This is an optimization exercise on Yosys and OpenROAD, whose aim is small area, not a production implementation.
The RTL was checked by simulation tests, not by an equivalence proof against the original design.

==> branch sierra: inputs <==
Design rename_core, start of the top module:
module rename_core (
    input  wire                      clk,
    input  wire                      rst,
    input  wire                      dispatch_req,
    input  wire [5-1:0]  issue_rs1,
    input  wire [5-1:0]  issue_rs2,
    input  wire [5-1:0]  issue_rd,
    input  wire                      issue_has_rd,
    output wire                      dispatch_ack,
    output wire [4-1:0]      disp_src1_tag,
    output wire [32-1:0]     disp_src1_value,
    output wire [4-1:0]      disp_src2_tag,
    output wire [32-1:0]     disp_src2_value,
    output wire [4-1:0]      disp_dest_tag,
    input  wire                      wb_valid,
    input  wire [4-1:0]      wb_tag,
    input  wire [32-1:0]     wb_value,
    input  wire                      wb_mispredict,
    output wire                      commit_valid,
    output wire [5-1:0]  commit_rd,
    output wire                      commit_has_rd,
    output wire [4-1:0]      commit_tag,
    output wire [32-1:0]     commit_value,
    output wire                      commit_flush
);
==> module rename_core, before the edit <==
module rename_core (
    input  wire                      clk,
    input  wire                      rst,
    input  wire                      dispatch_req,
    input  wire [5-1:0]  issue_rs1,
    input  wire [5-1:0]  issue_rs2,
    input  wire [5-1:0]  issue_rd,
    input  wire                      issue_has_rd,
    output wire                      dispatch_ack,
    output wire [4-1:0]      disp_src1_tag,
    output wire [32-1:0]     disp_src1_value,
    output wire [4-1:0]      disp_src2_tag,
    output wire [32-1:0]     disp_src2_value,
    output wire [4-1:0]      disp_dest_tag,
    input  wire                      wb_valid,
    input  wire [4-1:0]      wb_tag,
    input  wire [32-1:0]     wb_value,
    input  wire                      wb_mispredict,
    output wire                      commit_valid,
    output wire [5-1:0]  commit_rd,
    output wire                      commit_has_rd,
    output wire [4-1:0]      commit_tag,
    output wire [32-1:0]     commit_value,
    output wire                      commit_flush
);
    localparam int NR = 32;
    localparam int DW = 32;
    localparam int RW = 5;
    localparam int D  = 8;
    logic [DW-1:0] rf [1:NR-1];
    logic [RW-1:0] ent_rd  [D];
    logic [DW-1:0] ent_val [D];
    logic [D-1:0]  ent_mis;
    logic [D-1:0]  done;
    logic [D-1:0]  pend;
    logic [3:0]    head;         
    logic [3:0]    tail;
    logic          ack_q;
    logic          cv_q;         
    logic [DW-1:0] hold_val;     
    logic [RW-1:0] live_idx;     
    logic          live1;        
    logic          live2;        
    logic [3:0]    s1tag_q;
    logic [3:0]    s2tag_q;
    logic [2:0]    dslot_q;      
    logic [2:0]    cslot;
    logic [DW-1:0] cval;
    logic [RW-1:0] crd;
    logic          chas;
    logic          flush;
    logic          cwr;
    assign cslot = head[2:0] - 3'd1;
    assign cval  = ent_val[cslot];
    assign crd   = ent_rd[cslot];
    assign chas  = pend[cslot];
    assign flush = cv_q && ent_mis[cslot];
    assign cwr   = cv_q && chas;
    assign commit_valid  = cv_q;
    assign commit_rd     = crd;
    assign commit_has_rd = chas;
    assign commit_tag    = {head[2:0] == 3'd0, head[2:0]};
    assign commit_value  = cval;
    assign commit_flush  = ent_mis[cslot];
    logic full;
    logic empty;
    logic grant;
    logic cfire;
    logic alloc_has;
    logic [2:0] wb_idx;
    assign empty     = (head == tail);
    assign full      = (head[2:0] == tail[2:0]) && (head[3] != tail[3]);
    assign grant     = dispatch_req && !ack_q && !full && !flush;
    assign cfire     = !empty && done[head[2:0]] && !flush;
    assign alloc_has = issue_has_rd && (issue_rd != '0);
    assign wb_idx    = wb_tag[2:0] - 3'd1;
    always_ff @(posedge clk) begin
        if (rst || flush) begin
            head <= '0;
            tail <= '0;
            cv_q <= 1'b0;
        end else begin
            if (grant) tail <= tail + 4'd1;
            if (cfire) head <= head + 4'd1;
            cv_q <= cfire;
        end
    end
    always_ff @(posedge clk) begin
        ack_q <= !rst && (grant || (ack_q && dispatch_req));
    end
    always_ff @(posedge clk) begin
        for (int i = 0; i < D; i++) begin
            if (grant && tail[2:0] == 3'(i)) begin
                done[i]   <= 1'b0;
                ent_rd[i] <= issue_rd;
            end else if (wb_valid && wb_idx == 3'(i)) begin
                done[i]   <= 1'b1;
            end
            if (wb_valid && wb_idx == 3'(i)) begin
                ent_val[i] <= wb_value;
                ent_mis[i] <= wb_mispredict;
            end
        end
    end
    always_ff @(posedge clk) begin
        for (int i = 0; i < D; i++) begin
            if (rst || flush) begin
                pend[i] <= 1'b0;
            end else if (grant && tail[2:0] == 3'(i)) begin
                pend[i] <= alloc_has;
            end else if (cv_q && cslot == 3'(i)) begin
                pend[i] <= 1'b0;
            end
        end
    end
    logic [D-1:0] live_pend;
    logic [D-1:0] below_tail;
    always_comb begin
        live_pend = pend;
        if (cv_q) live_pend[cslot] = 1'b0;
        for (int i = 0; i < D; i++) begin
            below_tail[i] = (3'(i) < tail[2:0]);
        end
    end
    function automatic logic [3:0] find_tag(input logic [D-1:0] m,
                                            input logic [D-1:0] bt);
        logic [D-1:0] ml;
        logic [3:0]   t;
        ml = m & bt;
        t = 4'd0;
        if (ml != '0) begin
            for (int i = 0; i < D; i++) if (ml[i]) t = 4'(i + 1);
        end else begin
            for (int i = 0; i < D; i++) if (m[i]) t = 4'(i + 1);
        end
        find_tag = t;
    endfunction
    logic [D-1:0] m1;
    logic [D-1:0] m2;
    logic [3:0]   s1tag;
    logic [3:0]   s2tag;
    always_comb begin
        for (int i = 0; i < D; i++) begin
            m1[i] = live_pend[i] && (ent_rd[i] == issue_rs1);
            m2[i] = live_pend[i] && (ent_rd[i] == issue_rs2);
        end
    end
    assign s1tag = find_tag(m1, below_tail);
    assign s2tag = find_tag(m2, below_tail);
    logic          swap;
    logic [RW-1:0] held_idx;
    logic [RW-1:0] rd_idx;
    logic [DW-1:0] rf_out;
    logic [DW-1:0] view_out;
    assign swap     = (issue_rd == issue_rs2);
    assign held_idx = swap ? issue_rs2 : issue_rs1;
    assign rd_idx   = ack_q ? live_idx : held_idx;
    always_comb begin
        rf_out = '0;
        for (int r = 1; r < NR; r++) begin
            rf_out = rf_out | (rf[r] & {DW{rd_idx == RW'(r)}});
        end
    end
    assign view_out = (cwr && crd == rd_idx) ? cval : rf_out;
    always_ff @(posedge clk) begin
        for (int r = 1; r < NR; r++) begin
            if (rst) begin
                rf[r] <= '0;
            end else if (cwr && crd == RW'(r)) begin
                rf[r] <= cval;
            end
        end
    end
    always_ff @(posedge clk) begin
        if (!ack_q) begin
            hold_val <= view_out;
            live_idx <= swap ? issue_rs1 : issue_rs2;
            live1    <= swap && (issue_rs1 != issue_rs2);
            live2    <= !swap && (issue_rs1 != issue_rs2);
            s1tag_q  <= s1tag;
            s2tag_q  <= s2tag;
            dslot_q  <= tail[2:0] + 3'd1;
        end
    end
    assign dispatch_ack    = ack_q;
    assign disp_src1_tag   = s1tag_q;
    assign disp_src2_tag   = s2tag_q;
    assign disp_src1_value = live1 ? view_out : hold_val;
    assign disp_src2_value = live2 ? view_out : hold_val;
    assign disp_dest_tag   = {dslot_q == 3'd0, dslot_q};
endmodule
clock: 6.0 ns
lec_check: 0
cap_margin: 20
core_margin: 2
core_utilization: 25
slew_margin: 20
run.sh (not shown) runs the stock make flow with config.mk's settings and CLKGATE_MAP_FILE= SYNTH_SCRIPT=/design/flow/synth_recipe.tcl, a recipe that flattens the netlist after the stock synthesis.
==> branch pepper (differences from branch sierra) <==
--- a/flow/design.v
+++ b/flow/design.v
@@ -164,12 +164,12 @@
         end
     end
     assign view_out = (cwr && crd == rd_idx) ? cval : rf_out;
+    logic [DW-1:0] rf_wdata;
+    assign rf_wdata = cval & {DW{!rst}};
     always_ff @(posedge clk) begin
         for (int r = 1; r < NR; r++) begin
-            if (rst) begin
-                rf[r] <= '0;
-            end else if (cwr && crd == RW'(r)) begin
-                rf[r] <= cval;
+            if (rst || (cwr && crd == RW'(r))) begin
+                rf[r] <= rf_wdata;
             end
         end
     end
@@ -187,8 +187,8 @@
     assign dispatch_ack    = ack_q;
     assign disp_src1_tag   = s1tag_q;
     assign disp_src2_tag   = s2tag_q;
-    assign disp_src1_value = live1 ? view_out : hold_val;
-    assign disp_src2_value = live2 ? view_out : hold_val;
+    assign disp_src1_value = live1 ? rf_out : hold_val;
+    assign disp_src2_value = live2 ? rf_out : hold_val;
     assign disp_dest_tag   = {dslot_q == 3'd0, dslot_q};
 endmodule
 `default_nettype wire
CORE_UTILIZATION = 55   (was 25)
CTS_BUF_LIST = sky130_fd_sc_hd__clkbuf_8   (was not set)
PLACE_DENSITY = 0.65   (was not set)
==> comparison table <==
metric	branch pepper	branch sierra
Status	finished with violations	finished with violations
Reasons for failing layout checks	setup timing	setup timing
Starting DRC count in detailed routing	5218	10200
Buffering stage count on the worst path with inverters included	11	9
Seq/total area	61.1%	39.5%
Library cell occupying the most area in the post-synthesis netlist	edfxtp_1	dfxtp_1
Footprint of the flip-flops and latches	0.0409 mm2	0.0310 mm2
Fraction of area in non-clock buffers	9.89%	12.2%
Pin count of the biggest net entering global routing	65	222
Adder and majority gate portion of the synthesized area	0.320%	0.291%
Number of fill cells	6771	24700
Number of well-tap cells placed	1287	3185
Startpoint of the worst setup timing path	issue_rs2[4]	issue_rd[1]
Initial DRT Pass Iterations	6	9
Setup slack at placement	-1240 ps	-1490 ps
Final clock-cell share	5.46%	6.67%

-- what the ideal ports hide --
Ports are ideal in the flow. The routed layouts listed here were re-timed in OpenROAD. Step 1 (the two cells are an assumption about what drives the block):
set clk [get_ports {clk}]
set_driving_cell -lib_cell sky130_fd_sc_hd__clkbuf_16 $clk
set_driving_cell -lib_cell sky130_fd_sc_hd__buf_2 [delete_from_list [all_inputs] $clk]
Step 2 times the ports against the registers' clock, not the clock port: input delays grow and output delays shrink by t, the midpoint of the rising clock arrivals with the driver on. a / b / c = ideal ports / drivers / drivers and shift; a / b = the first two.
run | t (ns) | setup WS [ns] | worst setup path at the end | pins driven straight from the clock port
branch sierra | 0.930 | -0.495 / -0.554 / -0.512 | input to output | 1
branch pepper | 0.957 | -0.059 / -0.098 / -0.098 | input to output | 1
The setup slack of branch pepper, which loses most, moves by -0.039 ns with the drivers and by -0.039 ns with both steps.
